Context: an optimization exercise on an open-source flow, tuned for small area and a short achievable clock period. The choices shown serve that exercise and are no tape-out recipe.
No functional check of the RTL was part of any run shown here.

==> design/flow/design.v <==
module sdf_delay_line
#(
	parameter int DEPTH = 8,	 
	parameter int W     = 26	 
)
(
	input  logic         CLK,
	input  logic         shift_i,	 
	input  logic [W-1:0] data_i,
	output logic [W-1:0] data_o	 
);
	logic [DEPTH*W-1:0] sr;	 
	always_ff @(posedge CLK)
	begin
		if (shift_i)
		begin
			if (DEPTH > 1)
				sr <= {sr[(DEPTH-1)*W-1:0], data_i};	 
			else
				sr <= data_i;
		end
	end
	assign data_o = sr[DEPTH*W-1 -: W];
endmodule
module sdf_rca
#(
	parameter int W = 13
)
(
	input  logic [W-1:0] a_i,
	input  logic [W-1:0] b_i,
	input  logic         c_i,
	output logic [W-1:0] s_o
);
	logic [W:0] c;
	assign c[0] = c_i;
	for (genvar i = 0; i < W; i++)
	begin : g_bit
		assign s_o[i]   = a_i[i] ^ b_i[i] ^ c[i];
		assign c[i + 1] = (a_i[i] & b_i[i]) | (a_i[i] & c[i]) | (b_i[i] & c[i]);
	end
endmodule
module sdf_bf_stage
#(
	parameter int DEPTH       = 8,	 
	parameter bit ROT_MINUS_J = 1'b0,	 
	parameter int IW          = 12,	 
	parameter int OW          = 13	 
)
(
	input  logic            CLK,
	input  logic            RST,
	input  logic            valid_i,
	input  logic [2*IW-1:0] data_i,
	output logic            valid_o,
	output logic [2*OW-1:0] data_o
);
	localparam int CW = $clog2(2 * DEPTH);	 
	logic [CW-1:0]        cnt;
	logic                 second_half;
	logic                 rot;
	logic signed [IW-1:0] in_re;
	logic signed [IW-1:0] in_im;
	logic signed [OW-1:0] b_re;
	logic signed [OW-1:0] b_im;
	logic signed [OW-1:0] a_re;
	logic signed [OW-1:0] a_im;
	logic [OW-1:0]        bg_re;	 
	logic [OW-1:0]        bg_im;
	logic [OW-1:0]        x_re;	 
	logic [OW-1:0]        x_im;
	logic [OW-1:0]        res_re;
	logic [OW-1:0]        res_im;
	logic [OW-1:0]        dif_re;
	logic [OW-1:0]        dif_im;
	logic [OW-1:0]        fb_re;
	logic [OW-1:0]        fb_im;
	logic [2*OW-1:0]      buf_q;
	assign in_re = data_i[2*IW-1:IW];	 
	assign in_im = data_i[IW-1:0];
	assign b_re  = in_re;	 
	assign b_im  = in_im;
	assign a_re  = buf_q[2*OW-1:OW];	 
	assign a_im  = buf_q[OW-1:0];
	assign second_half = cnt[CW-1];
	assign rot = ROT_MINUS_J && !second_half && (cnt >= CW'(DEPTH / 2));
	assign bg_re = second_half ? b_re : '0;
	assign bg_im = second_half ? b_im : '0;
	assign x_re  = rot ? a_im : a_re;
	assign x_im  = rot ? ~a_re : a_im;
	sdf_rca #(.W (OW)) u_res_re (.a_i (x_re), .b_i (bg_re), .c_i (1'b0), .s_o (res_re));
	sdf_rca #(.W (OW)) u_res_im (.a_i (x_im), .b_i (bg_im), .c_i (rot), .s_o (res_im));
	sdf_rca #(.W (OW)) u_dif_re (.a_i (a_re), .b_i (~b_re), .c_i (1'b1), .s_o (dif_re));
	sdf_rca #(.W (OW)) u_dif_im (.a_i (a_im), .b_i (~b_im), .c_i (1'b1), .s_o (dif_im));
	assign fb_re = second_half ? dif_re : b_re;
	assign fb_im = second_half ? dif_im : b_im;
	sdf_delay_line #(
		.DEPTH (DEPTH),
		.W     (2 * OW)
	) u_delay_line (
		.CLK     (CLK),
		.shift_i (valid_i),	 
		.data_i  ({fb_re, fb_im}),
		.data_o  (buf_q)
	);
	always_ff @(posedge CLK or posedge RST)
	begin
		if (RST)
		begin
			cnt     <= '0;
			valid_o <= 1'b0;
		end
		else
		begin
			valid_o <= valid_i;
			if (valid_i)
				cnt <= cnt + 1'b1;	 
		end
	end
	always_ff @(posedge CLK)
		data_o <= {res_re, res_im};
endmodule
module sdf_twiddle_mul
(
	input  logic        CLK,
	input  logic        RST,
	input  logic        valid_i,
	input  logic [27:0] data_i,	 
	output logic        valid_o,
	output logic [27:0] data_o
);
	localparam logic [3:0] LAG = 4'd12;
	logic [3:0]         cnt;
	logic [3:0]         pos;
	logic [1:0]         grp;
	logic [1:0]         idx;
	logic signed [13:0] d_re;
	logic signed [13:0] d_im;
	logic signed [14:0] s_add;	 
	logic signed [14:0] s_sub;	 
	logic        triv;	 
	logic        hcase;	 
	logic [1:0]  sel_ur;	 
	logic [1:0]  sel_ui;
	logic        neg_ur, neg_ui, neg_vr, neg_vi;
	logic [1:0]  sel_vr;	 
	logic [1:0]  sel_vi;
	logic signed [14:0] u_re_d, u_im_d;
	logic signed [13:0] v_re_d, v_im_d;
	logic               va;
	logic [14:0]        u_re, u_im;
	logic [13:0]        v_re, v_im;
	logic               a_g, a_h;
	logic               a_nur, a_nui, a_nvr, a_nvi;
	assign d_re  = data_i[27:14];
	assign d_im  = data_i[13:0];
	logic [27:0]        s_re, c_re, s_im, c_im;
	logic [27:0]        p_re, p_im;
	logic signed [14:0] e_re;
	logic signed [14:0] e_im;
	assign e_re = d_re;	 
	assign e_im = d_im;
	sdf_rca #(.W (15)) u_add (.a_i (e_re), .b_i (e_im), .c_i (1'b0), .s_o (s_add));
	sdf_rca #(.W (15)) u_sub (.a_i (e_im), .b_i (~e_re), .c_i (1'b1), .s_o (s_sub));
	assign pos = cnt - LAG;
	assign grp = pos[3:2];
	assign idx = pos[1:0];
	always_comb
	begin
		triv   = 1'b1;
		hcase  = 1'b0;
		sel_ur = 2'd0;
		sel_ui = 2'd1;
		sel_vr = 2'd0;
		sel_vi = 2'd0;
		neg_ur = 1'b0;
		neg_ui = 1'b0;
		neg_vr = 1'b0;
		neg_vi = 1'b0;
		case ({grp, idx})
			4'b01_01, 4'b10_10:	 
			begin
				triv = 1'b0; hcase = 1'b1;
				sel_ur = 2'd2; sel_ui = 2'd3;
			end
			4'b01_11, 4'b11_10:	 
			begin
				triv = 1'b0; hcase = 1'b1;
				sel_ur = 2'd3; sel_ui = 2'd2; neg_ui = 1'b1;
			end
			4'b01_10:	 
			begin
				sel_ur = 2'd1; sel_ui = 2'd0; neg_ui = 1'b1;
			end
			4'b10_01:	 
			begin
				triv = 1'b0;
				sel_ur = 2'd0; sel_vr = 2'd2;
				sel_ui = 2'd1; sel_vi = 2'd1; neg_vi = 1'b1;
			end
			4'b10_11, 4'b11_01:	 
			begin
				triv = 1'b0;
				sel_ur = 2'd1; sel_vr = 2'd1;
				sel_ui = 2'd0; neg_ui = 1'b1; sel_vi = 2'd2;
			end
			4'b11_11:	 
			begin
				triv = 1'b0;
				sel_ur = 2'd0; neg_ur = 1'b1; sel_vr = 2'd2; neg_vr = 1'b1;
				sel_ui = 2'd1; neg_ui = 1'b1; sel_vi = 2'd1;
			end
			default: ;	 
		endcase
	end
	function automatic logic signed [14:0] pick_u(input logic [1:0] s, input logic n,
		input logic signed [13:0] re, input logic signed [13:0] im,
		input logic signed [14:0] sa, input logic signed [14:0] ss);
		logic signed [14:0] x;
		case (s)
			2'd0:    x = re;
			2'd1:    x = im;
			2'd2:    x = sa;
			default: x = ss;
		endcase
		pick_u = n ? ~x : x;
	endfunction
	function automatic logic signed [13:0] pick_v(input logic [1:0] s, input logic n,
		input logic signed [13:0] re, input logic signed [13:0] im);
		logic signed [13:0] x;
		case (s)
			2'd1:    x = re;
			2'd2:    x = im;
			default: x = '0;
		endcase
		pick_v = n ? ~x : x;
	endfunction
	assign u_re_d = pick_u(sel_ur, neg_ur, d_re, d_im, s_add, s_sub);
	assign u_im_d = pick_u(sel_ui, neg_ui, d_re, d_im, s_add, s_sub);
	assign v_re_d = pick_v(sel_vr, neg_vr, d_re, d_im);
	assign v_im_d = pick_v(sel_vi, neg_vi, d_re, d_im);
	always_ff @(posedge CLK or posedge RST)
	begin
		if (RST)
		begin
			cnt     <= '0;
			va      <= 1'b0;
			valid_o <= 1'b0;
		end
		else
		begin
			va      <= valid_i;
			valid_o <= va;
			if (valid_i)
				cnt <= cnt + 1'b1;	 
		end
	end
	always_ff @(posedge CLK)
	begin
		u_re  <= u_re_d;
		u_im  <= u_im_d;
		v_re  <= v_re_d;
		v_im  <= v_im_d;
		a_g   <= !triv;
		a_h   <= hcase;
		a_nur <= neg_ur;
		a_nui <= neg_ui;
		a_nvr <= neg_vr;
		a_nvi <= neg_vi;
	end
	sdf_tw_tree u_tree_re (
		.u_i   (u_re),
		.v_i   (v_re),
		.g_i   (a_g),
		.h_i   (a_h),
		.nu_i  (a_nur),
		.nv_i  (a_nvr),
		.sum_o (s_re),
		.cry_o (c_re)
	);
	sdf_tw_tree u_tree_im (
		.u_i   (u_im),
		.v_i   (v_im),
		.g_i   (a_g),
		.h_i   (a_h),
		.nu_i  (a_nui),
		.nv_i  (a_nvi),
		.sum_o (s_im),
		.cry_o (c_im)
	);
	assign p_re = s_re + c_re;
	assign p_im = s_im + c_im;
	always_ff @(posedge CLK)
		data_o <= {p_re[27:14], p_im[27:14]};
endmodule
module sdf_tw_tree
(
	input  logic [14:0] u_i,
	input  logic [13:0] v_i,
	input  logic        g_i,
	input  logic        h_i,
	input  logic        nu_i,
	input  logic        nv_i,
	output logic [27:0] sum_o,
	output logic [27:0] cry_o
);
	logic [14:0] uf;	 
	logic [14:0] unf;	 
	logic [13:0] vf;
	logic [13:0] vnf;
	logic [27:0] ra, rb, rc, rd, re, rf, v12, v11, v7, v1;
	logic [27:0] cst;	 
	assign uf  = {~u_i[14], u_i[13:0]};
	assign unf = {u_i[14], ~u_i[13:0]};
	assign vf  = {~v_i[13], v_i[12:0]};
	assign vnf = {v_i[13], ~v_i[12:0]};
	assign ra  = 28'(uf) << 14;
	assign rb  = g_i ? 28'(unf) << 10 : 28'd0;
	assign rc  = g_i ? 28'(uf) : 28'd0;
	assign rd  = h_i ? 28'(unf) << 12 : (g_i ? 28'(unf) << 8 : 28'd0);
	assign re  = h_i ? 28'(uf) << 6 : (g_i ? 28'(uf) << 5 : 28'd0);
	assign rf  = h_i ? 28'(uf) << 8 : 28'd0;
	assign v12 = 28'(vf) << 12;
	assign v11 = 28'(vf) << 11;
	assign v7  = 28'(vf) << 7;
	assign v1  = 28'(vnf) << 1;
	always_comb
	begin
		case ({g_i, h_i, nu_i, nv_i})
			4'b0000: cst = 28'hcefe002;
			4'b0010: cst = 28'hcf02002;
			4'b1100: cst = 28'h79fb402;
			4'b1110: cst = 28'h79fe143;
			4'b1000: cst = 28'hba7a502;
			4'b1001: cst = 28'hba7bd80;
			4'b1010: cst = 28'hba7e023;
			4'b1011: cst = 28'hba7f8a1;
			default: cst = 28'hcefe002;
		endcase
	end
	logic fc10, fc100, fc106, fc110, fc112, fc114, fc116, fc118, fc120, fc122, fc124, fc126, fc128, fc130, fc132, fc134, fc136, fc138, fc140, fc142, fc144, fc146, fc148, fc150, fc152, fc154, fc156, fc158, fc160, fc162, fc164, fc166, fc168, fc170, fc172, fc174, fc182, fc184, fc186, fc188, fc190, fc192, fc194, fc196, fc198, fc200, fc202, fc204, fc206, fc208, fc210, fc212, fc214, fc216, fc218, fc220, fc222, fc234, fc236, fc238, fc240, fc242, fc244, fc246, fc248, fc250, fc252, fc254, fc256, fc258, fc26, fc260, fc262, fc264, fc266, fc268, fc270, fc272, fc274, fc276, fc278, fc30, fc32, fc36, fc38, fc4, fc40, fc42, fc44, fc46, fc48, fc50, fc52, fc54, fc56, fc58, fc6, fc60, fc62, fc64, fc66, fc68, fc70, fc72, fc74, fc76, fc78, fc80, fc82, fc84, fc86, fc88, fc90, fc92, fc96, fc98, fs105, fs109, fs111, fs113, fs115, fs117, fs119, fs121, fs123, fs125, fs127, fs129, fs131, fs133, fs135, fs137, fs139, fs141, fs143, fs145, fs147, fs149, fs151, fs153, fs155, fs157, fs159, fs161, fs163, fs165, fs167, fs169, fs171, fs173, fs181, fs183, fs185, fs187, fs189, fs191, fs193, fs195, fs197, fs199, fs201, fs203, fs205, fs207, fs209, fs211, fs213, fs215, fs217, fs219, fs221, fs233, fs235, fs237, fs239, fs241, fs243, fs245, fs247, fs249, fs25, fs251, fs253, fs255, fs257, fs259, fs261, fs263, fs265, fs267, fs269, fs271, fs273, fs275, fs277, fs29, fs3, fs31, fs35, fs37, fs39, fs41, fs43, fs45, fs47, fs49, fs5, fs51, fs53, fs55, fs57, fs59, fs61, fs63, fs65, fs67, fs69, fs71, fs73, fs75, fs77, fs79, fs81, fs83, fs85, fs87, fs89, fs9, fs91, fs95, fs97, fs99, hc102, hc104, hc108, hc12, hc14, hc16, hc176, hc178, hc18, hc180, hc2, hc20, hc22, hc224, hc226, hc228, hc230, hc232, hc24, hc28, hc34, hc8, hc94, hs1, hs101, hs103, hs107, hs11, hs13, hs15, hs17, hs175, hs177, hs179, hs19, hs21, hs223, hs225, hs227, hs229, hs23, hs231, hs27, hs33, hs7, hs93;
	assign hs1 = cst[12] ^ rb[12];
	assign hc2 = cst[12] & rb[12];
	assign fs3 = 1'b1 ^ rb[13] ^ rc[13];
	assign fc4 = (1'b1 & rb[13]) | (1'b1 & rc[13]) | (rb[13] & rc[13]);
	assign fs5 = cst[14] ^ ra[14] ^ rb[14];
	assign fc6 = (cst[14] & ra[14]) | (cst[14] & rb[14]) | (ra[14] & rb[14]);
	assign hs7 = rc[14] ^ rd[14];
	assign hc8 = rc[14] & rd[14];
	assign fs9 = cst[15] ^ ra[15] ^ rb[15];
	assign fc10 = (cst[15] & ra[15]) | (cst[15] & rb[15]) | (ra[15] & rb[15]);
	assign hs11 = cst[16] ^ ra[16];
	assign hc12 = cst[16] & ra[16];
	assign hs13 = cst[17] ^ ra[17];
	assign hc14 = cst[17] & ra[17];
	assign hs15 = cst[18] ^ ra[18];
	assign hc16 = cst[18] & ra[18];
	assign hs17 = cst[19] ^ ra[19];
	assign hc18 = cst[19] & ra[19];
	assign hs19 = cst[20] ^ ra[20];
	assign hc20 = cst[20] & ra[20];
	assign hs21 = cst[8] ^ rc[8];
	assign hc22 = cst[8] & rc[8];
	assign hs23 = rc[9] ^ rd[9];
	assign hc24 = rc[9] & rd[9];
	assign fs25 = cst[10] ^ rb[10] ^ rc[10];
	assign fc26 = (cst[10] & rb[10]) | (cst[10] & rc[10]) | (rb[10] & rc[10]);
	assign hs27 = rd[10] ^ re[10];
	assign hc28 = rd[10] & re[10];
	assign fs29 = cst[11] ^ rb[11] ^ rc[11];
	assign fc30 = (cst[11] & rb[11]) | (cst[11] & rc[11]) | (rb[11] & rc[11]);
	assign fs31 = rd[11] ^ re[11] ^ rf[11];
	assign fc32 = (rd[11] & re[11]) | (rd[11] & rf[11]) | (re[11] & rf[11]);
	assign hs33 = v11[11] ^ v7[11];
	assign hc34 = v11[11] & v7[11];
	assign fs35 = rc[12] ^ rd[12] ^ re[12];
	assign fc36 = (rc[12] & rd[12]) | (rc[12] & re[12]) | (rd[12] & re[12]);
	assign fs37 = rf[12] ^ v12[12] ^ v11[12];
	assign fc38 = (rf[12] & v12[12]) | (rf[12] & v11[12]) | (v12[12] & v11[12]);
	assign fs39 = v7[12] ^ v1[12] ^ hs1;
	assign fc40 = (v7[12] & v1[12]) | (v7[12] & hs1) | (v1[12] & hs1);
	assign fs41 = rd[13] ^ re[13] ^ rf[13];
	assign fc42 = (rd[13] & re[13]) | (rd[13] & rf[13]) | (re[13] & rf[13]);
	assign fs43 = v12[13] ^ v11[13] ^ v7[13];
	assign fc44 = (v12[13] & v11[13]) | (v12[13] & v7[13]) | (v11[13] & v7[13]);
	assign fs45 = v1[13] ^ fs3 ^ hc2;
	assign fc46 = (v1[13] & fs3) | (v1[13] & hc2) | (fs3 & hc2);
	assign fs47 = re[14] ^ rf[14] ^ v12[14];
	assign fc48 = (re[14] & rf[14]) | (re[14] & v12[14]) | (rf[14] & v12[14]);
	assign fs49 = v11[14] ^ v7[14] ^ v1[14];
	assign fc50 = (v11[14] & v7[14]) | (v11[14] & v1[14]) | (v7[14] & v1[14]);
	assign fs51 = fs5 ^ hs7 ^ fc4;
	assign fc52 = (fs5 & hs7) | (fs5 & fc4) | (hs7 & fc4);
	assign fs53 = rd[15] ^ re[15] ^ rf[15];
	assign fc54 = (rd[15] & re[15]) | (rd[15] & rf[15]) | (re[15] & rf[15]);
	assign fs55 = v12[15] ^ v11[15] ^ v7[15];
	assign fc56 = (v12[15] & v11[15]) | (v12[15] & v7[15]) | (v11[15] & v7[15]);
	assign fs57 = fs9 ^ fc6 ^ hc8;
	assign fc58 = (fs9 & fc6) | (fs9 & hc8) | (fc6 & hc8);
	assign fs59 = rb[16] ^ rd[16] ^ re[16];
	assign fc60 = (rb[16] & rd[16]) | (rb[16] & re[16]) | (rd[16] & re[16]);
	assign fs61 = rf[16] ^ v12[16] ^ v11[16];
	assign fc62 = (rf[16] & v12[16]) | (rf[16] & v11[16]) | (v12[16] & v11[16]);
	assign fs63 = v7[16] ^ hs11 ^ fc10;
	assign fc64 = (v7[16] & hs11) | (v7[16] & fc10) | (hs11 & fc10);
	assign fs65 = rb[17] ^ rd[17] ^ re[17];
	assign fc66 = (rb[17] & rd[17]) | (rb[17] & re[17]) | (rd[17] & re[17]);
	assign fs67 = rf[17] ^ v12[17] ^ v11[17];
	assign fc68 = (rf[17] & v12[17]) | (rf[17] & v11[17]) | (v12[17] & v11[17]);
	assign fs69 = v7[17] ^ hs13 ^ hc12;
	assign fc70 = (v7[17] & hs13) | (v7[17] & hc12) | (hs13 & hc12);
	assign fs71 = rb[18] ^ rd[18] ^ re[18];
	assign fc72 = (rb[18] & rd[18]) | (rb[18] & re[18]) | (rd[18] & re[18]);
	assign fs73 = rf[18] ^ v12[18] ^ v11[18];
	assign fc74 = (rf[18] & v12[18]) | (rf[18] & v11[18]) | (v12[18] & v11[18]);
	assign fs75 = v7[18] ^ hs15 ^ hc14;
	assign fc76 = (v7[18] & hs15) | (v7[18] & hc14) | (hs15 & hc14);
	assign fs77 = rb[19] ^ rd[19] ^ re[19];
	assign fc78 = (rb[19] & rd[19]) | (rb[19] & re[19]) | (rd[19] & re[19]);
	assign fs79 = rf[19] ^ v12[19] ^ v11[19];
	assign fc80 = (rf[19] & v12[19]) | (rf[19] & v11[19]) | (v12[19] & v11[19]);
	assign fs81 = v7[19] ^ hs17 ^ hc16;
	assign fc82 = (v7[19] & hs17) | (v7[19] & hc16) | (hs17 & hc16);
	assign fs83 = rb[20] ^ rd[20] ^ re[20];
	assign fc84 = (rb[20] & rd[20]) | (rb[20] & re[20]) | (rd[20] & re[20]);
	assign fs85 = rf[20] ^ v12[20] ^ v11[20];
	assign fc86 = (rf[20] & v12[20]) | (rf[20] & v11[20]) | (v12[20] & v11[20]);
	assign fs87 = v7[20] ^ hs19 ^ hc18;
	assign fc88 = (v7[20] & hs19) | (v7[20] & hc18) | (hs19 & hc18);
	assign fs89 = cst[21] ^ ra[21] ^ rb[21];
	assign fc90 = (cst[21] & ra[21]) | (cst[21] & rb[21]) | (ra[21] & rb[21]);
	assign fs91 = rd[21] ^ rf[21] ^ v12[21];
	assign fc92 = (rd[21] & rf[21]) | (rd[21] & v12[21]) | (rf[21] & v12[21]);
	assign hs93 = v11[21] ^ hc20;
	assign hc94 = v11[21] & hc20;
	assign fs95 = cst[22] ^ ra[22] ^ rb[22];
	assign fc96 = (cst[22] & ra[22]) | (cst[22] & rb[22]) | (ra[22] & rb[22]);
	assign fs97 = rd[22] ^ rf[22] ^ v12[22];
	assign fc98 = (rd[22] & rf[22]) | (rd[22] & v12[22]) | (rf[22] & v12[22]);
	assign fs99 = 1'b1 ^ ra[23] ^ rb[23];
	assign fc100 = (1'b1 & ra[23]) | (1'b1 & rb[23]) | (ra[23] & rb[23]);
	assign hs101 = cst[24] ^ ra[24];
	assign hc102 = cst[24] & ra[24];
	assign hs103 = cst[7] ^ rc[7];
	assign hc104 = cst[7] & rc[7];
	assign fs105 = rd[8] ^ re[8] ^ rf[8];
	assign fc106 = (rd[8] & re[8]) | (rd[8] & rf[8]) | (re[8] & rf[8]);
	assign hs107 = v7[8] ^ v1[8];
	assign hc108 = v7[8] & v1[8];
	assign fs109 = re[9] ^ rf[9] ^ v7[9];
	assign fc110 = (re[9] & rf[9]) | (re[9] & v7[9]) | (rf[9] & v7[9]);
	assign fs111 = v1[9] ^ hs23 ^ hc22;
	assign fc112 = (v1[9] & hs23) | (v1[9] & hc22) | (hs23 & hc22);
	assign fs113 = rf[10] ^ v7[10] ^ v1[10];
	assign fc114 = (rf[10] & v7[10]) | (rf[10] & v1[10]) | (v7[10] & v1[10]);
	assign fs115 = fs25 ^ hs27 ^ hc24;
	assign fc116 = (fs25 & hs27) | (fs25 & hc24) | (hs27 & hc24);
	assign fs117 = v1[11] ^ fs29 ^ fs31;
	assign fc118 = (v1[11] & fs29) | (v1[11] & fs31) | (fs29 & fs31);
	assign fs119 = hs33 ^ fc26 ^ hc28;
	assign fc120 = (hs33 & fc26) | (hs33 & hc28) | (fc26 & hc28);
	assign fs121 = fs35 ^ fs37 ^ fs39;
	assign fc122 = (fs35 & fs37) | (fs35 & fs39) | (fs37 & fs39);
	assign fs123 = fc30 ^ fc32 ^ hc34;
	assign fc124 = (fc30 & fc32) | (fc30 & hc34) | (fc32 & hc34);
	assign fs125 = fs41 ^ fs43 ^ fs45;
	assign fc126 = (fs41 & fs43) | (fs41 & fs45) | (fs43 & fs45);
	assign fs127 = fc36 ^ fc38 ^ fc40;
	assign fc128 = (fc36 & fc38) | (fc36 & fc40) | (fc38 & fc40);
	assign fs129 = fs47 ^ fs49 ^ fs51;
	assign fc130 = (fs47 & fs49) | (fs47 & fs51) | (fs49 & fs51);
	assign fs131 = fc42 ^ fc44 ^ fc46;
	assign fc132 = (fc42 & fc44) | (fc42 & fc46) | (fc44 & fc46);
	assign fs133 = fs53 ^ fs55 ^ fs57;
	assign fc134 = (fs53 & fs55) | (fs53 & fs57) | (fs55 & fs57);
	assign fs135 = fc48 ^ fc50 ^ fc52;
	assign fc136 = (fc48 & fc50) | (fc48 & fc52) | (fc50 & fc52);
	assign fs137 = fs59 ^ fs61 ^ fs63;
	assign fc138 = (fs59 & fs61) | (fs59 & fs63) | (fs61 & fs63);
	assign fs139 = fc54 ^ fc56 ^ fc58;
	assign fc140 = (fc54 & fc56) | (fc54 & fc58) | (fc56 & fc58);
	assign fs141 = fs65 ^ fs67 ^ fs69;
	assign fc142 = (fs65 & fs67) | (fs65 & fs69) | (fs67 & fs69);
	assign fs143 = fc60 ^ fc62 ^ fc64;
	assign fc144 = (fc60 & fc62) | (fc60 & fc64) | (fc62 & fc64);
	assign fs145 = fs71 ^ fs73 ^ fs75;
	assign fc146 = (fs71 & fs73) | (fs71 & fs75) | (fs73 & fs75);
	assign fs147 = fc66 ^ fc68 ^ fc70;
	assign fc148 = (fc66 & fc68) | (fc66 & fc70) | (fc68 & fc70);
	assign fs149 = fs77 ^ fs79 ^ fs81;
	assign fc150 = (fs77 & fs79) | (fs77 & fs81) | (fs79 & fs81);
	assign fs151 = fc72 ^ fc74 ^ fc76;
	assign fc152 = (fc72 & fc74) | (fc72 & fc76) | (fc74 & fc76);
	assign fs153 = fs83 ^ fs85 ^ fs87;
	assign fc154 = (fs83 & fs85) | (fs83 & fs87) | (fs85 & fs87);
	assign fs155 = fc78 ^ fc80 ^ fc82;
	assign fc156 = (fc78 & fc80) | (fc78 & fc82) | (fc80 & fc82);
	assign fs157 = fs89 ^ fs91 ^ hs93;
	assign fc158 = (fs89 & fs91) | (fs89 & hs93) | (fs91 & hs93);
	assign fs159 = fc84 ^ fc86 ^ fc88;
	assign fc160 = (fc84 & fc86) | (fc84 & fc88) | (fc86 & fc88);
	assign fs161 = v11[22] ^ fs95 ^ fs97;
	assign fc162 = (v11[22] & fs95) | (v11[22] & fs97) | (fs95 & fs97);
	assign fs163 = fc90 ^ fc92 ^ hc94;
	assign fc164 = (fc90 & fc92) | (fc90 & hc94) | (fc92 & hc94);
	assign fs165 = rd[23] ^ v12[23] ^ v11[23];
	assign fc166 = (rd[23] & v12[23]) | (rd[23] & v11[23]) | (v12[23] & v11[23]);
	assign fs167 = fs99 ^ fc96 ^ fc98;
	assign fc168 = (fs99 & fc96) | (fs99 & fc98) | (fc96 & fc98);
	assign fs169 = rb[24] ^ rd[24] ^ v12[24];
	assign fc170 = (rb[24] & rd[24]) | (rb[24] & v12[24]) | (rd[24] & v12[24]);
	assign fs171 = v11[24] ^ hs101 ^ fc100;
	assign fc172 = (v11[24] & hs101) | (v11[24] & fc100) | (hs101 & fc100);
	assign fs173 = cst[25] ^ ra[25] ^ rd[25];
	assign fc174 = (cst[25] & ra[25]) | (cst[25] & rd[25]) | (ra[25] & rd[25]);
	assign hs175 = v12[25] ^ hc102;
	assign hc176 = v12[25] & hc102;
	assign hs177 = cst[26] ^ ra[26];
	assign hc178 = cst[26] & ra[26];
	assign hs179 = cst[5] ^ rc[5];
	assign hc180 = cst[5] & rc[5];
	assign fs181 = cst[6] ^ rc[6] ^ re[6];
	assign fc182 = (cst[6] & rc[6]) | (cst[6] & re[6]) | (rc[6] & re[6]);
	assign fs183 = re[7] ^ v7[7] ^ v1[7];
	assign fc184 = (re[7] & v7[7]) | (re[7] & v1[7]) | (v7[7] & v1[7]);
	assign fs185 = hs21 ^ fs105 ^ hs107;
	assign fc186 = (hs21 & fs105) | (hs21 & hs107) | (fs105 & hs107);
	assign fs187 = fs109 ^ fs111 ^ fc106;
	assign fc188 = (fs109 & fs111) | (fs109 & fc106) | (fs111 & fc106);
	assign fs189 = fs113 ^ fs115 ^ fc110;
	assign fc190 = (fs113 & fs115) | (fs113 & fc110) | (fs115 & fc110);
	assign fs191 = fs117 ^ fs119 ^ fc114;
	assign fc192 = (fs117 & fs119) | (fs117 & fc114) | (fs119 & fc114);
	assign fs193 = fs121 ^ fs123 ^ fc118;
	assign fc194 = (fs121 & fs123) | (fs121 & fc118) | (fs123 & fc118);
	assign fs195 = fs125 ^ fs127 ^ fc122;
	assign fc196 = (fs125 & fs127) | (fs125 & fc122) | (fs127 & fc122);
	assign fs197 = fs129 ^ fs131 ^ fc126;
	assign fc198 = (fs129 & fs131) | (fs129 & fc126) | (fs131 & fc126);
	assign fs199 = fs133 ^ fs135 ^ fc130;
	assign fc200 = (fs133 & fs135) | (fs133 & fc130) | (fs135 & fc130);
	assign fs201 = fs137 ^ fs139 ^ fc134;
	assign fc202 = (fs137 & fs139) | (fs137 & fc134) | (fs139 & fc134);
	assign fs203 = fs141 ^ fs143 ^ fc138;
	assign fc204 = (fs141 & fs143) | (fs141 & fc138) | (fs143 & fc138);
	assign fs205 = fs145 ^ fs147 ^ fc142;
	assign fc206 = (fs145 & fs147) | (fs145 & fc142) | (fs147 & fc142);
	assign fs207 = fs149 ^ fs151 ^ fc146;
	assign fc208 = (fs149 & fs151) | (fs149 & fc146) | (fs151 & fc146);
	assign fs209 = fs153 ^ fs155 ^ fc150;
	assign fc210 = (fs153 & fs155) | (fs153 & fc150) | (fs155 & fc150);
	assign fs211 = fs157 ^ fs159 ^ fc154;
	assign fc212 = (fs157 & fs159) | (fs157 & fc154) | (fs159 & fc154);
	assign fs213 = fs161 ^ fs163 ^ fc158;
	assign fc214 = (fs161 & fs163) | (fs161 & fc158) | (fs163 & fc158);
	assign fs215 = fs165 ^ fs167 ^ fc162;
	assign fc216 = (fs165 & fs167) | (fs165 & fc162) | (fs167 & fc162);
	assign fs217 = fs169 ^ fs171 ^ fc166;
	assign fc218 = (fs169 & fs171) | (fs169 & fc166) | (fs171 & fc166);
	assign fs219 = fs173 ^ hs175 ^ fc170;
	assign fc220 = (fs173 & hs175) | (fs173 & fc170) | (hs175 & fc170);
	assign fs221 = rd[26] ^ hs177 ^ fc174;
	assign fc222 = (rd[26] & hs177) | (rd[26] & fc174) | (hs177 & fc174);
	assign hs223 = cst[27] ^ ra[27];
	assign hc224 = cst[27] & ra[27];
	assign hs225 = cst[1] ^ rc[1];
	assign hc226 = cst[1] & rc[1];
	assign hs227 = rc[2] ^ v1[2];
	assign hc228 = rc[2] & v1[2];
	assign hs229 = rc[3] ^ v1[3];
	assign hc230 = rc[3] & v1[3];
	assign hs231 = rc[4] ^ v1[4];
	assign hc232 = rc[4] & v1[4];
	assign fs233 = re[5] ^ v1[5] ^ hs179;
	assign fc234 = (re[5] & v1[5]) | (re[5] & hs179) | (v1[5] & hs179);
	assign fs235 = v1[6] ^ fs181 ^ hc180;
	assign fc236 = (v1[6] & fs181) | (v1[6] & hc180) | (fs181 & hc180);
	assign fs237 = hs103 ^ fs183 ^ fc182;
	assign fc238 = (hs103 & fs183) | (hs103 & fc182) | (fs183 & fc182);
	assign fs239 = hc104 ^ fs185 ^ fc184;
	assign fc240 = (hc104 & fs185) | (hc104 & fc184) | (fs185 & fc184);
	assign fs241 = hc108 ^ fs187 ^ fc186;
	assign fc242 = (hc108 & fs187) | (hc108 & fc186) | (fs187 & fc186);
	assign fs243 = fc112 ^ fs189 ^ fc188;
	assign fc244 = (fc112 & fs189) | (fc112 & fc188) | (fs189 & fc188);
	assign fs245 = fc116 ^ fs191 ^ fc190;
	assign fc246 = (fc116 & fs191) | (fc116 & fc190) | (fs191 & fc190);
	assign fs247 = fc120 ^ fs193 ^ fc192;
	assign fc248 = (fc120 & fs193) | (fc120 & fc192) | (fs193 & fc192);
	assign fs249 = fc124 ^ fs195 ^ fc194;
	assign fc250 = (fc124 & fs195) | (fc124 & fc194) | (fs195 & fc194);
	assign fs251 = fc128 ^ fs197 ^ fc196;
	assign fc252 = (fc128 & fs197) | (fc128 & fc196) | (fs197 & fc196);
	assign fs253 = fc132 ^ fs199 ^ fc198;
	assign fc254 = (fc132 & fs199) | (fc132 & fc198) | (fs199 & fc198);
	assign fs255 = fc136 ^ fs201 ^ fc200;
	assign fc256 = (fc136 & fs201) | (fc136 & fc200) | (fs201 & fc200);
	assign fs257 = fc140 ^ fs203 ^ fc202;
	assign fc258 = (fc140 & fs203) | (fc140 & fc202) | (fs203 & fc202);
	assign fs259 = fc144 ^ fs205 ^ fc204;
	assign fc260 = (fc144 & fs205) | (fc144 & fc204) | (fs205 & fc204);
	assign fs261 = fc148 ^ fs207 ^ fc206;
	assign fc262 = (fc148 & fs207) | (fc148 & fc206) | (fs207 & fc206);
	assign fs263 = fc152 ^ fs209 ^ fc208;
	assign fc264 = (fc152 & fs209) | (fc152 & fc208) | (fs209 & fc208);
	assign fs265 = fc156 ^ fs211 ^ fc210;
	assign fc266 = (fc156 & fs211) | (fc156 & fc210) | (fs211 & fc210);
	assign fs267 = fc160 ^ fs213 ^ fc212;
	assign fc268 = (fc160 & fs213) | (fc160 & fc212) | (fs213 & fc212);
	assign fs269 = fc164 ^ fs215 ^ fc214;
	assign fc270 = (fc164 & fs215) | (fc164 & fc214) | (fs215 & fc214);
	assign fs271 = fc168 ^ fs217 ^ fc216;
	assign fc272 = (fc168 & fs217) | (fc168 & fc216) | (fs217 & fc216);
	assign fs273 = fc172 ^ fs219 ^ fc218;
	assign fc274 = (fc172 & fs219) | (fc172 & fc218) | (fs219 & fc218);
	assign fs275 = hc176 ^ fs221 ^ fc220;
	assign fc276 = (hc176 & fs221) | (hc176 & fc220) | (fs221 & fc220);
	assign fs277 = hc178 ^ hs223 ^ fc222;
	assign fc278 = (hc178 & hs223) | (hc178 & fc222) | (hs223 & fc222);
	assign sum_o = {fs277, fs275, fs273, fs271, fs269, fs267, fs265, fs263, fs261, fs259, fs257, fs255, fs253, fs251, fs249, fs247, fs245, fs243, fs241, fs239, fs237, fs235, fs233, hs231, hs229, hs227, v1[1], cst[0]};
	assign cry_o = {fc276, fc274, fc272, fc270, fc268, fc266, fc264, fc262, fc260, fc258, fc256, fc254, fc252, fc250, fc248, fc246, fc244, fc242, fc240, fc238, fc236, fc234, hc232, hc230, hc228, hc226, hs225, rc[0]};
endmodule
module sdf_fft_top
(
	input  logic        CLK,
	input  logic        RST,
	input  logic        valid_i,	 
	input  logic [23:0] data_i,	 
	output logic        valid_o,
	output logic        first_o,	 
	output logic [31:0] data_o	 
)
;
	localparam logic [3:0] LAG = 4'd15;
	logic        v0;
	logic        v1;
	logic        v2;
	logic        vt;
	logic        v3;
	logic [23:0] d0;
	logic [25:0] d1;
	logic [27:0] d2;
	logic [27:0] dt;
	logic [29:0] d3;
	logic [3:0]  out_cnt;
	logic [3:0]  out_pos;
	logic        primed;	 
	logic        at_bin0;
	always_ff @(posedge CLK or posedge RST)
	begin
		if (RST)
			v0 <= 1'b0;
		else
			v0 <= valid_i;
	end
	always_ff @(posedge CLK)
		d0 <= data_i;
	sdf_bf_stage #(
		.DEPTH       (8),
		.ROT_MINUS_J (1'b1),
		.IW          (12),
		.OW          (13)
	) u_stage1 (
		.CLK     (CLK),
		.RST     (RST),
		.valid_i (v0),
		.data_i  (d0),
		.valid_o (v1),
		.data_o  (d1)
	);
	sdf_bf_stage #(
		.DEPTH       (4),
		.ROT_MINUS_J (1'b0),
		.IW          (13),
		.OW          (14)
	) u_stage2 (
		.CLK     (CLK),
		.RST     (RST),
		.valid_i (v1),
		.data_i  (d1),
		.valid_o (v2),
		.data_o  (d2)
	);
	sdf_twiddle_mul u_twiddle (	 
		.CLK     (CLK),
		.RST     (RST),
		.valid_i (v2),
		.data_i  (d2),
		.valid_o (vt),
		.data_o  (dt)
	);
	sdf_bf_stage #(
		.DEPTH       (2),
		.ROT_MINUS_J (1'b1),
		.IW          (14),
		.OW          (15)
	) u_stage3 (
		.CLK     (CLK),
		.RST     (RST),
		.valid_i (vt),
		.data_i  (dt),
		.valid_o (v3),
		.data_o  (d3)
	);
	sdf_bf_stage #(
		.DEPTH       (1),
		.ROT_MINUS_J (1'b0),
		.IW          (15),
		.OW          (16)
	) u_stage4 (
		.CLK     (CLK),
		.RST     (RST),
		.valid_i (v3),
		.data_i  (d3),
		.valid_o (),
		.data_o  (data_o)
	);
	assign out_pos = out_cnt - LAG;	 
	assign at_bin0 = (out_pos == '0);
	always_ff @(posedge CLK or posedge RST)
	begin
		if (RST)
		begin
			out_cnt <= '0;
			primed  <= 1'b0;
			valid_o <= 1'b0;
			first_o <= 1'b0;
		end
		else
		begin
			valid_o <= v3 && (primed || at_bin0);	 
			first_o <= v3 && at_bin0;
			if (v3)
			begin
				out_cnt <= out_cnt + 1'b1;
				if (at_bin0)
					primed <= 1'b1;	 
			end
		end
	end
endmodule
==> design/flow/run.sh <==
#!/bin/bash
# synth_recipe.tcl (not shown) runs the flow's synth.tcl, then flattens the netlist and writes it again
# the make line also repeats each setting of config.mk as NAME=value (left out here)
make -C /OpenROAD-flow-scripts/flow DESIGN_CONFIG=/design/flow/config.mk WORK_HOME=/design/flow/orfs CLKGATE_MAP_FILE= SYNTH_SCRIPT=/design/flow/synth_recipe.tcl finish
==> design/flow/config.mk <==
export PLATFORM = sky130hd
export DESIGN_NAME = sdf_fft_top
export DESIGN_NICKNAME = sdf_fft_top
export VERILOG_FILES = /design/flow/design.v
export SDC_FILE = /design/flow/constraint.sdc
export NUM_CORES = 4
export LEC_CHECK = 0
export CAP_MARGIN = 20
export CORE_MARGIN = 2
export CORE_UTILIZATION = 40
export SLEW_MARGIN = 20
==> design/flow/constraint.sdc <==
create_clock -name core_clock -period 11.0 [get_ports {CLK}]
set_input_delay 2.2000 -clock core_clock [delete_from_list [all_inputs] [get_ports {CLK}]]
set_output_delay 2.2000 -clock core_clock [all_outputs]
set_load 0.01 [all_outputs]
==> summary.txt, run 1 <==
Worst setup path
  • RR Startpoint: u_stage4.cnt$_DFFE_PP0P_
  • CP endpoint kind: flip-flop
  • CP Launch Point: u_stage4.cnt$_DFFE_PP0P_
  • CP startpoint kind: flip-flop
  • Arr. time, crit path: roughly 8.3 ns
  • Worst Reg2Reg Path Length in Cells: 18
  • Maximum fanout along the worst path: 58
  • R2r endpoint: u_stage4.data_o[31]$_DFF_P_
  • Critical path class: flip-flop to flip-flop
  • Critical path data required time: about 12 ns
  • R2R Setup Slk: between 3 and 4 ns

Synth
  • Async SR Flop Fraction: 0.0389
  • FF+latch count, synth: roughly 700
  • Avg Inst Size Synth: ~12 sq um
  • Total nets after synthesis: ~3.7k
  • Seq/Total Area, Yosys: 0.477
  • Cells after synthesis: 3074
  • Post-Synthesis Cell Area: approximately 38000 sq um
  • Syn. warnings: 11
  • Main synth FF type: edfxtp_1
  • EDFF count, synth: 412
  • Synth cell types: between 60 and 70

Clock network
  • Setup Buffers After CTS: 0
  • CTS root buf: clkbuf_16
  • TritonCTS clock tree: yes
  • Skew-Pair Late Insertion Delay: between 0.6 and 0.7 ns
  • Htree depth: 3
  • Max clock buf depth: 3
  • Hold buffer count at cts: 0
  • CTS Buf Count: 75
  • Clock slew at reported path FFs: around 0.060 ns
  • CTS resizes: 0
  • Clock net sink count: a little under 700

Hold path
  • Min-Delay Startpoint: u_twiddle.va$_DFF_PP0_
  • Worst Hold Path EP: u_twiddle.valid_o$_DFF_PP0_
  • Hold Path Class: flip-flop to flip-flop
  • Hold depth: 0

Placed design
  • Dpl cells: roughly 4.3k
  • IO Port Bufs: 60
  • GPL Wtd Cong: approximately 0.84
  • Area post-placement: 40100 sq um
  • DP HPWL: 54800 um

Final layout
  • Fillers: slightly below 9k
  • Post-route insts no fill: approximately 4.5k
  • Nets: approximately 3.7k
  • Area occupied by registers: between 15000 and 20000 sq um
  • ANT cells: 0
  • Area grow syn2layout: 11.8%
  • Layout cells sized above 1: 0.0534
  • Area occupied by multi-input gates: around 17000 sq um
  • Post-route cell area: approximately 43000 sq um

Global route
  • Aggregate global routing overflow: 0
  • First-pass GRT wire length: ~120000 um
  • GRT Resource Usage Total: 0.155
  • Vias in the first global route: 21.8k
  • Largest net degree at the start of global routing: 86
  • Initial antenna violation count: 1

Die
  • Core Footprint: around 95000 sq um
  • Initial core utilization: 0.402
  • Die ar.: about 100000 sq um
  • Top Ports: 61
  • DIE HEIGHT: 312 um
  • Die Wd: between 300 and 400 um
  • Rows: around 110

Route
  • WL final: between 70000 and 80000 um
  • First-pass DRT Iterations: 6
  • DR vias: around 21k
  • DRC: 0
  • Drt first-iter violations: about 1.3k
  • Post-DRT Antenna Nets: 0
  • Via-to-Cell Ratio: between 4 and 5
  • Routed len/inst: approximately 16 um

Timing
  • Setup TNS: 0 ns
  • Min cycle time layout: 7.70 ns
  • Final Hold Viols: 0
  • Final Max Tran Viols: 0
  • Final period util: 0.700
  • Max Clk Rate: around 0.13 GHz
  • RSZ-0062 raised after global routing: no
  • Max transition margin: 0.244
  • Clock Skews: approximately 0.024 ns
  • Endpoints failing setup: 0
  • Least-Margin Pin Slew: 1.13 ns

Status
  • Status: timing/DRC/antenna clean

Run
  • MaxCap Viol Count: 0
## worst max-delay path, cell delays in order (launching register included)
cell	delay, ns
dfrtp_2	0.62
buf_4	0.38
and2_1	0.22
fa_1	0.45
fa_1	0.44
fa_1	0.43
fa_1	0.43
fa_1	0.42
fa_1	0.44
fa_1	0.44
fa_1	0.43
fa_1	0.43
fa_1	0.44
fa_1	0.43
fa_1	0.44
fa_1	0.42
fa_1	0.42
xnor2_1	0.18
xnor2_1	0.14
## per-stage QoR
step / util / hold WS, ns / worst slack, ns
after floorplan: - / 0.331 / 3.73
after global placement: 0.423 / 0.335 / 3.30
after detailed placement: 0.423 / 0.339 / 3.23
after CTS: 0.450 / 0.353 / 3.19
after global routing: 0.450 / 0.359 / 2.97
final: 0.450 / 0.352 / 3.30
## cells by family after synthesis
kind of cell    share of synthesized area
buf+inv                            0.0639
fa+ha+maj                           0.281
simple gates                       0.0696
flops                               0.477
compound gates                     0.0612
xor+xnor                           0.0315
mux                                0.0159
## synthesized netlist by cell type, drive strengths merged, types with 8 or more instances
cell	instances	share of area
fa	452	0.24
inv	547	0.054
nand2	192	0.019
nand2b	17	0.0028
a21o	42	0.0083
buf	18	0.0022
xnor2	109	0.025
and2	120	0.020
nand4	14	0.0023
ha	131	0.043
clkbuf	76	0.0075
a22oi	29	0.0057
edfxtp	412	0.33
o211ai	8	0.0018
dfrtp	27	0.018
nor2b	23	0.0038
mux2i	57	0.015
o21a	10	0.0020
nor2	177	0.017
xor2	28	0.0064
dfxtp	255	0.13
a21oi	193	0.026
o21ai	78	0.011
## cell usage in the layout (no fill, tap or decap), drive strengths merged, types with 4 or more instances in the layout
cell	synthesis	routed
inv	547	553
fa	452	452
edfxtp	412	412
dfxtp	255	255
a21oi	193	193
nand2	192	192
nor2	177	177
ha	131	131
and2	120	120
xnor2	109	109
clkbuf	76	105
o21ai	78	78
clkdlybuf4s50	0	60
mux2i	57	57
a21o	42	42
a22oi	29	29
xor2	28	28
dfrtp	27	27
clkinv	2	27
nor2b	23	23
buf	18	21
nand2b	17	17
nand4	14	14
o21a	10	10
o211ai	8	8
nand3	6	6
nor3	6	6
a21boi	4	4
bufinv	0	4
## worst max path at each step
stage	endpoint	cells past startpoint
2_1_floorplan	u_stage4.data_o[31]$_DFF_P_	20
3_3_place_gp	u_stage4.data_o[31]$_DFF_P_	18
3_5_place_dp	u_stage4.data_o[31]$_DFF_P_	18
4_1_cts	u_stage4.data_o[31]$_DFF_P_	18
5_1_grt	u_stage4.data_o[31]$_DFF_P_	18
6_report	u_stage4.data_o[31]$_DFF_P_	18
## flip-flops by register name, summed over array words and instances (netlist names), 15 cells and up
signal / flops
d0: 24
u_twiddle.data_o: 28
u_stage2.u_delay_line.sr: 112
u_stage4.data_o: 32
u_twiddle.u_re: 15
u_stage2.data_o: 28
u_stage3.u_delay_line.sr: 60
u_stage4.u_delay_line.sr: 32
u_twiddle.u_im: 15
u_stage1.u_delay_line.sr: 208
u_stage3.data_o: 30
u_twiddle.u_tree_im.cst: 16
u_stage1.data_o: 26
## layout make-up
class | count | area share
sequential | 694 | 0.427
multi-input combinational | 1737 | 0.411
clock buffer | 105 | 0.0499
inverter | 549 | 0.0484
tap | 1265 | 0.0372
timing repair buffer | 81 | 0.0178
clock inverter | 35 | 0.00862
## metal layers
| metal | vias to the layer above | routed length [um] | track usage |
|---|---|---|---|
| li1 | 9946 | - | - |
| met1 | 10300 | 33000 | 0.207 |
| met2 | 408 | 35100 | 0.256 |
| met3 | 137 | 2800 | 0.0245 |
| met4 | 0 | 2520 | 0.0552 |
| met5 | - | 0 | 0 |
==> run 2: changes to the inputs <==
--- a/design/flow/design.v
+++ b/design/flow/design.v
@@ -24,3 +24,3 @@
 endmodule
-module sdf_rca
+module sdf_add
 #(
@@ -34,9 +34,28 @@
 );
-	logic [W:0] c;
-	assign c[0] = c_i;
-	for (genvar i = 0; i < W; i++)
-	begin : g_bit
-		assign s_o[i]   = a_i[i] ^ b_i[i] ^ c[i];
-		assign c[i + 1] = (a_i[i] & b_i[i]) | (a_i[i] & c[i]) | (b_i[i] & c[i]);
+	localparam int N = W + 1;	 
+	localparam int L = $clog2(N);	 
+	logic [W-1:0]     p;
+	logic [(L+1)*N-1:0] gg;	 
+	logic [(L+1)*N-1:0] gp;	 
+	assign p = a_i ^ b_i;
+	assign gg[N-1:0] = {a_i & b_i, c_i};
+	assign gp[N-1:0] = {p, 1'b0};
+	for (genvar l = 0; l < L; l++)
+	begin : g_lvl
+		for (genvar i = 0; i < N; i++)
+		begin : g_pos
+			if ((i >> l) & 1)
+			begin : g_op
+				localparam int J = ((i >> l) << l) - 1;	 
+				assign gg[(l+1)*N+i] = gg[l*N+i] | (gp[l*N+i] & gg[l*N+J]);
+				assign gp[(l+1)*N+i] = gp[l*N+i] & gp[l*N+J];
+			end
+			else
+			begin : g_pass
+				assign gg[(l+1)*N+i] = gg[l*N+i];
+				assign gp[(l+1)*N+i] = gp[l*N+i];
+			end
+		end
 	end
+	assign s_o = p ^ gg[L*N +: W];
 endmodule
@@ -90,6 +109,6 @@
 	assign x_im  = rot ? ~a_re : a_im;
-	sdf_rca #(.W (OW)) u_res_re (.a_i (x_re), .b_i (bg_re), .c_i (1'b0), .s_o (res_re));
-	sdf_rca #(.W (OW)) u_res_im (.a_i (x_im), .b_i (bg_im), .c_i (rot), .s_o (res_im));
-	sdf_rca #(.W (OW)) u_dif_re (.a_i (a_re), .b_i (~b_re), .c_i (1'b1), .s_o (dif_re));
-	sdf_rca #(.W (OW)) u_dif_im (.a_i (a_im), .b_i (~b_im), .c_i (1'b1), .s_o (dif_im));
+	sdf_add #(.W (OW)) u_res_re (.a_i (x_re), .b_i (bg_re), .c_i (1'b0), .s_o (res_re));
+	sdf_add #(.W (OW)) u_res_im (.a_i (x_im), .b_i (bg_im), .c_i (rot), .s_o (res_im));
+	sdf_add #(.W (OW)) u_dif_re (.a_i (a_re), .b_i (~b_re), .c_i (1'b1), .s_o (dif_re));
+	sdf_add #(.W (OW)) u_dif_im (.a_i (a_im), .b_i (~b_im), .c_i (1'b1), .s_o (dif_im));
 	assign fb_re = second_half ? dif_re : b_re;
@@ -154,5 +173,5 @@
 	logic               a_nur, a_nui, a_nvr, a_nvi;
-	assign d_re  = data_i[27:14];
-	assign d_im  = data_i[13:0];
+	logic               vb;
 	logic [27:0]        s_re, c_re, s_im, c_im;
+	logic [27:0]        bs_re, bc_re, bs_im, bc_im;
 	logic [27:0]        p_re, p_im;
@@ -160,6 +179,8 @@
 	logic signed [14:0] e_im;
+	assign d_re  = data_i[27:14];
+	assign d_im  = data_i[13:0];
 	assign e_re = d_re;	 
 	assign e_im = d_im;
-	sdf_rca #(.W (15)) u_add (.a_i (e_re), .b_i (e_im), .c_i (1'b0), .s_o (s_add));
-	sdf_rca #(.W (15)) u_sub (.a_i (e_im), .b_i (~e_re), .c_i (1'b1), .s_o (s_sub));
+	sdf_add #(.W (15)) u_add (.a_i (e_re), .b_i (e_im), .c_i (1'b0), .s_o (s_add));
+	sdf_add #(.W (15)) u_sub (.a_i (e_im), .b_i (~e_re), .c_i (1'b1), .s_o (s_sub));
 	assign pos = cnt - LAG;
@@ -247,2 +268,3 @@
 			va      <= 1'b0;
+			vb      <= 1'b0;
 			valid_o <= 1'b0;
@@ -252,3 +274,4 @@
 			va      <= valid_i;
-			valid_o <= va;
+			vb      <= va;
+			valid_o <= vb;
 			if (valid_i)
@@ -290,4 +313,11 @@
 	);
-	assign p_re = s_re + c_re;
-	assign p_im = s_im + c_im;
+	always_ff @(posedge CLK)
+	begin
+		bs_re <= s_re;
+		bc_re <= c_re;
+		bs_im <= s_im;
+		bc_im <= c_im;
+	end
+	sdf_add #(.W (28)) u_cpa_re (.a_i (bs_re), .b_i (bc_re), .c_i (1'b0), .s_o (p_re));
+	sdf_add #(.W (28)) u_cpa_im (.a_i (bs_im), .b_i (bc_im), .c_i (1'b0), .s_o (p_im));
 	always_ff @(posedge CLK)
==> run 2 against run 1 <==
Effect of this change: wire length is 25% higher; core utilization is 0.33 points higher; largest cell class is now multi-input combinational cells; register-to-register slack better by 3.1 ns; synthesized area is 14% higher; final cell count is 21% higher.
==> summary.txt, run 2 <==
Route
  • Post-DRT Antenna Nets: 0 (unchanged)
  • DRC: 0 (unchanged)
  • WL final: 91700 um (+25%)
  • Via-to-Cell Ratio: 4.86 (+4.3%)
  • Routed len/inst: 17.0 um (+3.5%)
  • First-pass DRT Iterations: 5 (-1)
  • DR vias: 26.2k (+26%)
  • Drt first-iter violations: 1581 (+17%)

Timing
  • Least-Margin Pin Slew: 1.07 ns (-0.0656 ns)
  • Post-route setup slack: 6.42 ns (+3.12 ns)
  • Hold_ws: 0.335 ns (-0.0168 ns)
  • Min cycle time layout: 4.58 ns (-3.12 ns)
  • Clock Skews: 0.0255 ns (+0.00137 ns)
  • Setup TNS: 0 ns (unchanged)
  • Max transition margin: 0.269 (+0.0253)
  • Endpoints failing setup: 0 (unchanged)
  • Final period util: 0.416 (-0.284)
  • RSZ-0062 raised after global routing: no
  • Max Clk Rate: 0.218 GHz (+68%)
  • Final Hold Viols: 0 (unchanged)
  • Final Max Tran Viols: 0 (unchanged)

Clock network
  • Skew-Pair Late Insertion Delay: 0.67 ns (+0.04 ns)
  • Hold buffer count at cts: 0 (unchanged)
  • Htree depth: 3 (unchanged)
  • TritonCTS clock tree: yes
  • Max clock buf depth: 3 (unchanged)
  • CTS resizes: 0 (unchanged)
  • Setup Buffers After CTS: 0 (unchanged)
  • Clock slew at reported path FFs: 0.07 ns (about the same)
  • CTS root buf: clkbuf_16
  • Clock net sink count: 807 (+16%)
  • CTS Buf Count: 89 (+19%)

Final layout
  • Fillers: 9952 (+15%)
  • Max reg flops: 208 (unchanged)
  • Nets: 4572 (+22%)
  • Register name with the most flops: u_stage1.u_delay_line.sr
  • Regs by FF count: u_stage1.u_delay_line.sr: 208 flops, u_stage2.u_delay_line.sr: 112 flops, u_stage3.u_delay_line.sr: 60 flops
  • Area grow syn2layout: 12.0%
  • Most common cell after layout, fill and taps aside: inv_1
  • Most frequent cells in the layout: inv_1, edfxtp_1, dfxtp_1, ha_1, nor2_1
  • ANT cells: 0 (unchanged)
  • Layout cells sized above 1: 0.0585 (+0.00506)

Synth
  • EDFF count, synth: 412 (unchanged)
  • Most common library cells after synthesis: inv_1, edfxtp_1, dfxtp_1
  • Syn. warnings: 11 (unchanged)
  • Main synth FF type: edfxtp_1
  • Dominant cell type by area after synthesis: edfxtp_1
  • Total nets after synthesis: 4497 (+22%)
  • Async SR Flop Fraction: 0.0347 (-0.00421)
  • Seq/Total Area, Yosys: 0.469 (-0.00769)
  • FF+latch count, synth: 807 (+16%)
  • Most numerous cell in the Yosys netlist: inv_1
  • Avg Inst Size Synth: 11.4 sq um (-8.3%)
  • Cells after synthesis: 3832 (+25%)
  • Synth cell types: 73 (+20%)
  • Synth top area share: 0.284 (-0.0408)
  • Post-Synthesis Cell Area: 43500 sq um (+14%)
  • Synth area leaders: edfxtp_1, dfxtp_1, fa_1

Status
  • Status: timing/DRC/antenna clean

Die
  • Rows: 120 (+6.2%)
  • Top Ports: 61 (unchanged)
  • Die ar.: 111000 sq um (+14%)
  • Die Wd: 334 um (+6.8%)
  • DIE HEIGHT: 334 um (+6.8%)
  • Initial core utilization: 0.405 (+0.00240)
  • Core Footprint: 108000 sq um (+14%)

Worst setup path
  • Critical path class: flip-flop to flip-flop
  • CP endpoint kind: flip-flop
  • Arr. time, crit path: 5.18 ns (-3.07 ns)
  • CP startpoint kind: flip-flop
  • Maximum fanout along the worst path: 57 (-1.7%)
  • Critical path data required time: 11.60 ns (+0.06 ns)

Placed design
  • Placement Setup Slack: 6.42 ns (+3.19 ns)
  • IO Port Bufs: 60 (unchanged)
  • DP HPWL: 69000 um (+26%)
  • GPL Wtd Cong: 0.904 (+7.4%)

Global route
  • Vias in the first global route: 26.6k (+22%)
  • GRT Resource Usage Total: 0.166 (+0.0114)
  • Aggregate global routing overflow: 0 (unchanged)
  • Largest net degree at the start of global routing: 82 (-4.7%)
  • Initial antenna violation count: 0 (-1)
  • First-pass GRT wire length: 146000 um (+23%)

Hold path
  • Hold Path Class: flip-flop to flip-flop

Run
  • MaxCap Viol Count: 0 (unchanged)
run 2: worst paths after layout:
| path | to | cells past startpoint | slack, ns | start |
|---|---|---|---|---|
| max in group asynchronous | u_twiddle.valid_o$_DFF_PP0_ | 3 | 8.70 | RST |
| min in group asynchronous | out_cnt[1]$_DFFE_PP0P_ | 3 | 1.93 | RST |
| min reg2reg | u_twiddle.bs_im[0]$_DFF_P_ | 0 | 0.34 | u_twiddle.u_tree_im.cst[0]$_SDFF_PN0_ |
| max reg2reg | u_stage1.data_o[12]$_DFF_P_ | 13 | 6.42 | u_stage1.cnt[3]$_DFFE_PP0P_ |
| min | u_twiddle.bs_im[0]$_DFF_P_ | 0 | 0.34 | u_twiddle.u_tree_im.cst[0]$_SDFF_PN0_ |
| max | u_stage1.data_o[12]$_DFF_P_ | 13 | 6.42 | u_stage1.cnt[3]$_DFFE_PP0P_ |
run 2: final cells by class:
type	instances	area, sq um	share of cell area
well taps	1403	1760	0.0360
clock inverters	44	408	0.00837
multi-input cells	2406	20800	0.426
inverters	523	1960	0.0403
clock buffers	124	2650	0.0543
repair buffers	80	751	0.0154
flip-flops and latches	807	20400	0.419
run 2: kinds of logic after synthesis:
group | Yosys count | share of synthesized area
muxes | 73 | 0.0177
adders and majority gates | 638 | 0.232
AOI/OAI and AO/OA | 575 | 0.0838
buffers and inverters | 619 | 0.0537
and+or+nand+nor | 842 | 0.0873
xor gates and xnor gates | 278 | 0.0560
DFF | 807 | 0.469
run 2: critical path: stages, from the launching register on:
cell and delay (ns):
dfrtp_2 0.95, inv_1 0.59, nand2_1 0.19, buf_4 0.37, o21ai_0 0.19, fa_1 0.46
a21o_1 0.19, a21o_1 0.20, a21oi_1 0.15, nor2b_1 0.09, o41a_1 0.37, a41o_1 0.31
o31ai_1 0.29, xnor2_1 0.15
run 2: through the flow:
step                      cell area, sq um  utilization  cells
after CTS                            48700        0.453   5387
after global placement               45700        0.425   5219
after global routing                 48700        0.453   5387
after detailed placement             45700        0.425   5219
after floorplan                      43500            -   3832
final                                48700        0.453   5387
run 2: metal layers:
metal  global-route usage  up-vias  wire, um
li1                     -    13000         -
met1                0.211    12500     40500
met2                0.285      461     44200
met3               0.0267      187      3530
met4               0.0616        0      3500
met5                    0        -         0

-- port drivers added, routing unchanged --
How much do the figures lean on ideal ports? The routed layouts below were timed once more, with nothing changed but the port constraints. Step 1: set_driving_cell puts a clkbuf_16 on CLK and a buf_2 on each other input, an assumption about the parent block. Step 2 adds t to the input delays and takes it off the output delays; t is the mean of the earliest and latest rising clock arrival at the registers after step 1. Input paths then give back, and output paths get back, about the clock's delay inside the block. a / b / c = ideal / step 1 / step 2; a / b = the first two.
run | shift t [ns] | setup slack, ns | hold WS [ns] | worst setup path after step 2 | pins driven straight from the clock port
run 1 | 0.681 | 3.298 / 3.298 / 3.298 | 0.352 / 0.352 / 0.352 | register to register | 1
run 2 | 0.726 | 6.422 / 6.422 / 6.422 | 0.335 / 0.335 / 0.335 | register to register | 1
After both steps setup and hold are still met in every run listed.
